What follows belongs to an exercise in optimizing a design on an open flow for a short achievable clock period and few clock cycles per item; a production flow would make more cautious choices.
RTL that was checked went through simulation tests only; none was proved equivalent to the original.
No activity file was given, so power comes from the tool's default toggle rates.

==> v38: inputs <==
==> flow/design.v <==
package rv_pkg;
    localparam logic [6:0] OP_REG    = 7'b0110011;
    localparam logic [6:0] OP_IMM    = 7'b0010011;
    localparam logic [6:0] OP_LOAD   = 7'b0000011;
    localparam logic [6:0] OP_STORE  = 7'b0100011;
    localparam logic [6:0] OP_BRANCH = 7'b1100011;
endpackage
`timescale 1ns/1ps
module rv_core_top #(
    parameter int IMEM_DEPTH = 64,
    parameter int DMEM_DEPTH = 64
) (
    input  logic                          clk,
    input  logic                          rst,
    input  logic                          run_i,
    input  logic                          imem_we_i,
    input  logic [$clog2(IMEM_DEPTH)-1:0] imem_addr_i,
    input  logic [31:0]                   imem_wdata_i,
    output logic                          wb_valid_o,
    output logic [4:0]                    wb_rd_o,
    output logic [31:0]                   wb_data_o
);
    logic [31:0] imem  [64];
    logic        pd_t  [64];    
    logic [5:0]  pd_tg [64];    
    logic        wr_pt;
    logic [5:0]  wr_tg;
    assign wr_pt = (imem_wdata_i[6:0] == rv_pkg::OP_BRANCH) &
                   ((imem_wdata_i[19:15] == imem_wdata_i[24:20]) ^ imem_wdata_i[12]);
    assign wr_tg = imem_addr_i + {imem_wdata_i[27:25], imem_wdata_i[11:9]};
    always_ff @(posedge clk) begin
        if (imem_we_i) begin
            imem[imem_addr_i]  <= imem_wdata_i;
            pd_t[imem_addr_i]  <= wr_pt;
            pd_tg[imem_addr_i] <= wr_tg;
        end else if (e_v && e_br) begin
            pd_t[e_pc] <= taken;
        end
    end
    logic [5:0]  pc_q;
    logic        d_v;
    logic [31:0] d_ins;
    logic [5:0]  d_alt;       
    logic [5:0]  d_pc;
    logic        d_pt;
    logic        e_v;
    logic [31:0] e_a, e_b, e_imm;
    logic [4:0]  e_rd;
    logic        e_wr, e_ld, e_st, e_br, e_ne, e_pt, e_imm_sel;
    logic [2:0]  e_op;        
    logic        e_fa, e_fb;  
    logic [31:0] e_alt_ins;   
    logic [5:0]  e_alt_idx;
    logic [5:0]  e_alt_next;  
    logic [5:0]  e_alt_alt;   
    logic        e_alt_pt;
    logic [5:0]  e_pc;
    logic        w_v;
    logic [4:0]  w_rd;
    logic [31:0] w_data;
    logic [31:0] regs [32];
    logic [31:0] dmem [64];
    logic [31:0] op_a, op_b_reg, op_b, sum, diff, alu, ld_data;
    logic [5:0]  d_addr;
    logic        slt, eq, taken, mispred;
    assign op_a     = e_fa ? w_data : e_a;
    assign op_b_reg = e_fb ? w_data : e_b;
    assign op_b     = e_imm_sel ? e_imm : op_b_reg;
    assign sum  = op_a + op_b;
    assign diff = op_a - op_b;
    assign slt  = (op_a[31] ^ op_b[31]) ? op_a[31] : diff[31];
    always_comb begin
        case (e_op)
            3'd1:    alu = diff;
            3'd2:    alu = {31'd0, slt};
            3'd3:    alu = op_a ^ op_b;
            3'd4:    alu = op_a | op_b;
            3'd5:    alu = op_a & op_b;
            default: alu = sum;
        endcase
    end
    assign eq      = (op_a == op_b_reg);
    assign taken   = eq ^ e_ne;
    assign mispred = e_v & e_br & (taken ^ e_pt);
    logic [7:0] addr8;
    assign addr8   = op_a[7:0] + e_imm[7:0];
    assign d_addr  = addr8[7:2];
    assign ld_data = dmem[d_addr];
    logic [6:0]  d_opc;
    logic [4:0]  d_rs1, d_rs2, d_rd;
    logic        d_isr, d_isi, d_isl, d_iss, d_isb;
    logic        d_wr;
    logic [31:0] d_imm;
    logic [2:0]  d_op;
    logic [31:0] rf_a, rf_b;
    assign d_opc = d_ins[6:0];
    assign d_rd  = d_ins[11:7];
    assign d_rs1 = d_ins[19:15];
    assign d_rs2 = d_ins[24:20];
    assign d_isr = (d_opc == rv_pkg::OP_REG);
    assign d_isi = (d_opc == rv_pkg::OP_IMM);
    assign d_isl = (d_opc == rv_pkg::OP_LOAD);
    assign d_iss = (d_opc == rv_pkg::OP_STORE);
    assign d_isb = (d_opc == rv_pkg::OP_BRANCH);
    assign d_wr  = (d_isr | d_isi | d_isl) & (d_rd != 5'd0);
    always_comb begin
        if (d_iss) d_imm = {{20{d_ins[31]}}, d_ins[31:25], d_ins[11:7]};
        else       d_imm = {{20{d_ins[31]}}, d_ins[31:20]};
    end
    always_comb begin
        d_op = 3'd0;
        if (d_isr) begin
            case (d_ins[14:12])
                3'b000:  d_op = d_ins[30] ? 3'd1 : 3'd0;
                3'b010:  d_op = 3'd2;
                3'b100:  d_op = 3'd3;
                3'b110:  d_op = 3'd4;
                3'b111:  d_op = 3'd5;
                default: d_op = 3'd0;
            endcase
        end
    end
    assign rf_a = (d_rs1 == 5'd0) ? 32'd0 :
                  (w_v && w_rd == d_rs1) ? w_data : regs[d_rs1];
    assign rf_b = (d_rs2 == 5'd0) ? 32'd0 :
                  (w_v && w_rd == d_rs2) ? w_data : regs[d_rs2];
    logic [31:0] alt_ins;
    logic        alt_pt;
    logic [5:0]  alt_tg, alt_inc;
    assign alt_ins = imem[d_alt];
    assign alt_pt  = pd_t[d_alt];
    assign alt_tg  = pd_tg[d_alt];
    assign alt_inc = d_alt + 6'd1;
    logic [31:0] f_ins;
    logic        f_pt;
    logic [5:0]  f_tg, f_inc;
    assign f_ins = imem[pc_q];
    assign f_pt  = pd_t[pc_q];
    assign f_tg  = pd_tg[pc_q];
    assign f_inc = pc_q + 6'd1;
    always_ff @(posedge clk) begin
        if (rst) begin
            pc_q <= '0;
            d_v  <= 1'b0;
            e_v  <= 1'b0;
            w_v  <= 1'b0;
        end else begin
            if (mispred) begin
                pc_q <= run_i ? e_alt_next : e_alt_idx;
                d_v  <= run_i;
            end else begin
                if (run_i) pc_q <= f_pt ? f_tg : f_inc;
                d_v <= run_i;
            end
            e_v <= d_v & ~mispred;
            w_v <= e_v & e_wr;
        end
    end
    always_ff @(posedge clk) begin
        if (mispred) begin
            d_ins <= e_alt_ins;
            d_alt <= e_alt_alt;
            d_pc  <= e_alt_idx;
            d_pt  <= e_alt_pt;
        end else begin
            d_ins <= f_ins;
            d_alt <= f_pt ? f_inc : f_tg;
            d_pc  <= pc_q;
            d_pt  <= f_pt;
        end
        e_a        <= rf_a;
        e_b        <= rf_b;
        e_imm      <= d_imm;
        e_rd       <= d_rd;
        e_wr       <= d_wr;
        e_ld       <= d_isl;
        e_st       <= d_v & d_iss & ~mispred;
        e_br       <= d_isb;
        e_ne       <= d_ins[12];
        e_pt       <= d_pt;
        e_pc       <= d_pc;
        e_alt_pt   <= alt_pt;
        e_imm_sel  <= d_isi | d_isl | d_iss;
        e_op       <= d_op;
        e_fa       <= e_v & e_wr & (e_rd == d_rs1);
        e_fb       <= e_v & e_wr & (e_rd == d_rs2);
        e_alt_ins  <= alt_ins;
        e_alt_idx  <= d_alt;
        e_alt_next <= alt_pt ? alt_tg : alt_inc;
        e_alt_alt  <= alt_pt ? alt_inc : alt_tg;
        w_rd   <= e_rd;
        w_data <= e_ld ? ld_data : alu;
    end
    always_ff @(posedge clk) begin
        if (e_v && e_st) dmem[d_addr] <= op_b_reg;
    end
    always_ff @(posedge clk) begin
        if (rst) begin
            for (int i = 0; i < 32; i++) regs[i] <= '0;
        end else if (w_v) begin
            regs[w_rd] <= w_data;
        end
    end
    assign wb_valid_o = w_v;
    assign wb_rd_o    = w_rd;
    assign wb_data_o  = w_data;
endmodule
==> flow/run.sh <==
#!/bin/bash
# synth_recipe.tcl (not shown) runs the flow's synth.tcl, then flattens the netlist and writes it again
# the make line also repeats each setting of config.mk as NAME=value (left out here)
make -C /OpenROAD-flow-scripts/flow DESIGN_CONFIG=/design/flow/config.mk WORK_HOME=/design/flow/orfs CLKGATE_MAP_FILE= SYNTH_SCRIPT=/design/flow/synth_recipe.tcl finish
==> flow/config.mk <==
export PLATFORM = sky130hd
export DESIGN_NAME = rv_core_top
export DESIGN_NICKNAME = rv_core_top
export VERILOG_FILES = /design/flow/design.v
export SDC_FILE = /design/flow/constraint.sdc
export NUM_CORES = 4
export LEC_CHECK = 0
export CAP_MARGIN = 20
export CORE_MARGIN = 2
export CORE_UTILIZATION = 40
export SETUP_SLACK_MARGIN = 5
export SLEW_MARGIN = 20
==> flow/constraint.sdc <==
create_clock -name core_clock -period 10.0 [get_ports {clk}]
set_input_delay 2.0000 -clock core_clock [delete_from_list [all_inputs] [get_ports {clk}]]
set_output_delay 2.0000 -clock core_clock [all_outputs]
set_load 0.01 [all_outputs]
==> inputs of v30, as changes to v38 <==
==> flow/design.v (replaced) <==
package rv_pkg;
    localparam logic [6:0] OP_REG    = 7'b0110011;
    localparam logic [6:0] OP_IMM    = 7'b0010011;
    localparam logic [6:0] OP_LOAD   = 7'b0000011;
    localparam logic [6:0] OP_STORE  = 7'b0100011;
    localparam logic [6:0] OP_BRANCH = 7'b1100011;
endpackage
`timescale 1ns/1ps
module rv_core_top #(
    parameter int IMEM_DEPTH = 64,
    parameter int DMEM_DEPTH = 64
) (
    input  logic                          clk,
    input  logic                          rst,
    input  logic                          run_i,
    input  logic                          imem_we_i,
    input  logic [$clog2(IMEM_DEPTH)-1:0] imem_addr_i,
    input  logic [31:0]                   imem_wdata_i,
    output logic                          wb_valid_o,
    output logic [4:0]                    wb_rd_o,
    output logic [31:0]                   wb_data_o
);
    logic [5:0]  pc_q;        
    logic [31:0] d_ins;
    logic [5:0]  d_pc;
    logic        d_pt;        
    logic [5:0]  d_alt;       
    logic        e_v;
    logic [31:0] e_a, e_b, e_opb, e_imm;
    logic [4:0]  e_rd;
    logic        e_wr, e_st, e_br, e_ne, e_pt;
    logic [6:0]  e_sel;       
    logic [5:0]  e_pc;
    logic [31:0] e_alt_ins;   
    logic        e_alt_pt;
    logic [5:0]  e_alt_idx;
    logic [5:0]  e_alt_next;  
    logic [5:0]  e_alt_alt;   
    logic        w_v;
    logic [4:0]  w_rd;
    logic [31:0] w_data;
    logic [31:0] regs [32];
    logic [31:0] rv;          
    logic [31:0] dmem [64];
    logic [31:0] imem  [64];
    logic        pd_t  [64];    
    logic [5:0]  pd_tg [64];    
    logic        wr_pt;
    logic [5:0]  wr_tg;
    logic        taken;
    assign wr_pt = (imem_wdata_i[6:0] == rv_pkg::OP_BRANCH) &
                   ((imem_wdata_i[19:15] == imem_wdata_i[24:20]) ^ imem_wdata_i[12]);
    assign wr_tg = imem_addr_i + {imem_wdata_i[27:25], imem_wdata_i[11:9]};
    always_ff @(posedge clk) begin
        if (imem_we_i) begin
            imem[imem_addr_i]  <= imem_wdata_i;
            pd_t[imem_addr_i]  <= wr_pt;
            pd_tg[imem_addr_i] <= wr_tg;
        end else if (e_v && e_br) begin
            pd_t[e_pc] <= taken;
        end
    end
    logic [31:0] op_b, sum, diff, ld_data, res;
    logic [7:0]  addr8;
    logic [5:0]  addr;
    logic        slt, eq, mispred;
    assign op_b = e_opb;
    assign sum  = e_a + op_b;
    assign diff = e_a - op_b;
    assign slt  = (e_a[31] ^ op_b[31]) ? e_a[31] : diff[31];
    assign eq      = (e_a == e_b);
    assign taken   = eq ^ e_ne;
    assign mispred = e_v & e_br & (taken ^ e_pt);
    assign addr8   = e_a[7:0] + e_imm[7:0];
    assign addr    = addr8[7:2];
    assign ld_data = dmem[addr];
    assign res     = ({32{e_sel[0]}} & sum) |
                     ({32{e_sel[1]}} & diff) |
                     {31'd0, e_sel[2] & slt} |
                     ({32{e_sel[3]}} & (e_a ^ op_b)) |
                     ({32{e_sel[4]}} & (e_a | op_b)) |
                     ({32{e_sel[5]}} & (e_a & op_b)) |
                     ({32{e_sel[6]}} & ld_data);
    logic [6:0]  d_opc;
    logic [4:0]  d_rs1, d_rs2, d_rd;
    logic        d_isr, d_isi, d_isl, d_iss, d_isb;
    logic        d_wr;
    logic [31:0] d_imm;
    logic [6:0]  d_sel;
    logic [31:0] rf_a, rf_b;
    assign d_opc = d_ins[6:0];
    assign d_rd  = d_ins[11:7];
    assign d_rs1 = d_ins[19:15];
    assign d_rs2 = d_ins[24:20];
    assign d_isr = (d_opc == rv_pkg::OP_REG);
    assign d_isi = (d_opc == rv_pkg::OP_IMM);
    assign d_isl = (d_opc == rv_pkg::OP_LOAD);
    assign d_iss = (d_opc == rv_pkg::OP_STORE);
    assign d_isb = (d_opc == rv_pkg::OP_BRANCH);
    assign d_wr  = (d_isr | d_isi | d_isl) & (d_rd != 5'd0);
    always_comb begin
        if (d_iss) d_imm = {{20{d_ins[31]}}, d_ins[31:25], d_ins[11:7]};
        else       d_imm = {{20{d_ins[31]}}, d_ins[31:20]};
    end
    always_comb begin
        d_sel = 7'b0000001;
        if (d_isl) begin
            d_sel = 7'b1000000;
        end else if (d_isr) begin
            case (d_ins[14:12])
                3'b000:  d_sel = d_ins[30] ? 7'b0000010 : 7'b0000001;
                3'b010:  d_sel = 7'b0000100;
                3'b100:  d_sel = 7'b0001000;
                3'b110:  d_sel = 7'b0010000;
                3'b111:  d_sel = 7'b0100000;
                default: d_sel = 7'b0000001;
            endcase
        end
    end
    assign rf_a = rv[d_rs1] ? regs[d_rs1] : 32'd0;
    assign rf_b = rv[d_rs2] ? regs[d_rs2] : 32'd0;
    logic fwd_a, fwd_b;
    assign fwd_a = e_v & e_wr & (e_rd == d_rs1);
    assign fwd_b = e_v & e_wr & (e_rd == d_rs2);
    logic [31:0] alt_ins;
    logic        alt_pt;
    logic [5:0]  alt_tg, alt_inc;
    assign alt_ins = imem[d_alt];
    assign alt_pt  = pd_t[d_alt];
    assign alt_tg  = pd_tg[d_alt];
    assign alt_inc = d_alt + 6'd1;
    logic [31:0] f_ins;
    logic        f_pt;
    logic [5:0]  f_tg, f_inc;
    assign f_ins = imem[pc_q];
    assign f_pt  = pd_t[pc_q];
    assign f_tg  = pd_tg[pc_q];
    assign f_inc = pc_q + 6'd1;
    logic        z_byp;
    logic [31:0] z_ins;
    logic        z_pt;
    logic [5:0]  z_tg;
    assign z_byp = imem_we_i & (imem_addr_i == 6'd0);
    assign z_ins = z_byp ? imem_wdata_i : imem[0];
    assign z_pt  = z_byp ? wr_pt : pd_t[0];
    assign z_tg  = z_byp ? wr_tg : pd_tg[0];
    always_ff @(posedge clk) begin
        if (rst) begin
            e_v <= 1'b0;
            w_v <= 1'b0;
        end else begin
            e_v <= run_i & ~mispred;
            w_v <= e_v & e_wr;
        end
    end
    always_ff @(posedge clk) begin
        if (rst) begin
            pc_q  <= z_pt ? z_tg : 6'd1;
            d_ins <= z_ins;
            d_pc  <= 6'd0;
            d_pt  <= z_pt;
            d_alt <= z_pt ? 6'd1 : z_tg;
        end else if (mispred) begin
            pc_q  <= e_alt_next;
            d_ins <= e_alt_ins;
            d_pc  <= e_alt_idx;
            d_pt  <= e_alt_pt;
            d_alt <= e_alt_alt;
        end else if (run_i) begin
            pc_q  <= f_pt ? f_tg : f_inc;
            d_ins <= f_ins;
            d_pc  <= pc_q;
            d_pt  <= f_pt;
            d_alt <= f_pt ? f_inc : f_tg;
        end
        e_a        <= fwd_a ? res : rf_a;
        e_b        <= fwd_b ? res : rf_b;
        e_opb      <= (d_isi | d_isl | d_iss) ? d_imm : (fwd_b ? res : rf_b);
        e_imm      <= d_imm;
        e_rd       <= d_rd;
        e_wr       <= d_wr;
        e_st       <= d_iss;
        e_br       <= d_isb;
        e_ne       <= d_ins[12];
        e_pt       <= d_pt;
        e_pc       <= d_pc;
        e_sel      <= d_sel;
        e_alt_ins  <= alt_ins;
        e_alt_pt   <= alt_pt;
        e_alt_idx  <= d_alt;
        e_alt_next <= alt_pt ? alt_tg : alt_inc;
        e_alt_alt  <= alt_pt ? alt_inc : alt_tg;
        if (e_v && e_wr) begin
            w_rd   <= e_rd;
            w_data <= res;
        end
    end
    always_ff @(posedge clk) begin
        if (e_v && e_st) dmem[addr] <= e_b;
    end
    always_ff @(posedge clk) begin
        if (e_v && e_wr) regs[e_rd] <= res;
    end
    always_ff @(posedge clk) begin
        if (rst) rv <= '0;
        else if (e_v && e_wr) rv[e_rd] <= 1'b1;
    end
    assign wb_valid_o = w_v;
    assign wb_rd_o    = w_rd;
    assign wb_data_o  = w_data;
endmodule
==> run summary <==
item                                                                                    v30                      v38
Result of the run                                                   complete, no violations  complete, no violations
Slack of the worst reg-to-reg path                                                  4920 ps                  4950 ps
Final cell count without fillers                                                      23600                    24400
Clock insertion delay at the later pin of the skew report                           1130 ps                  1180 ps
Number of DRC markers after the initial detailed-route iteration                      21500                    23000
Category of the critical setup timing path                                       reg -> reg                in -> reg
Global-route wire length before repair                                           1170000 um               1200000 um
Final-layout non-clock buffer area share                                              2.10%                    2.31%
Chip height                                                                          808 um                   814 um
Clock buffers                                                                           803                      811
Area share of the largest cell type after synthesis                                   65.7%                    63.7%
Ant. Diodes                                                                              14                       17
Slowest cell on the critical path                                  sky130_fd_sc_hd__a31oi_1   sky130_fd_sc_hd__buf_4
Global-route met3 utilization                                                         4.80%                    5.24%
Post-cts repair resize count                                                            191                      220
Clk_skew                                                                            70.7 ps                   116 ps
Buffers plus inverters on the worst setup path                                            4                        2
Largest incremental delay on the critical path                                       550 ps                   900 ps
Post-detailed-route via-to-cell ratio                                                  6.33                     6.29
Num CTS Buffers                                                                         609                      618
Final weighted congestion of routability-driven global placement                      0.887                    0.884
Number of antenna violations at the first check in global routing                        44                       63
Worst slew margin relative to its limit                                               15.1%                    15.5%
Combinational gate power                                                            25.5 mW                  51.5 mW
Testbench counts of v30, summed over its fixed seeds: cycles 14,403, instrs 14,019.
Function not checked in v38: the RTL went through the layout flow alone.

-- what the ideal ports hide --
The results above use ideal ports. As a check the final layouts listed here were re-extracted and re-timed, cells and wires unchanged.
Step 1 (the two cells are an assumption about what drives the block):
set clk [get_ports {clk}]
set_driving_cell -lib_cell sky130_fd_sc_hd__clkbuf_16 $clk
set_driving_cell -lib_cell sky130_fd_sc_hd__buf_2 [delete_from_list [all_inputs] $clk]
Step 2 adds t to the input delays and takes it off the output delays; t is the mean of the earliest and latest rising clock arrival at the registers after step 1. Input paths then give back, and output paths get back, about the clock's delay inside the block.
Slacks: no drivers / after step 1 / after step 2; pairs: no drivers / after step 1.
| run | t, ns | setup WS [ns] | latest minus earliest clock arrival (ns) | worst data-port slew with drivers (ns) |
|---|---|---|---|---|
| v38 | 1.252 | 4.943 / 4.949 / 3.732 | 0.120 / 0.120 | 0.26 |
| v30 | 1.227 | 4.916 / 4.916 / 4.017 | 0.095 / 0.095 | 0.31 |
After both steps setup and hold are still met in every run listed. For v38, which loses most, drivers alone change the setup slack by +0.006 ns; drivers and shift together by -1.211 ns.
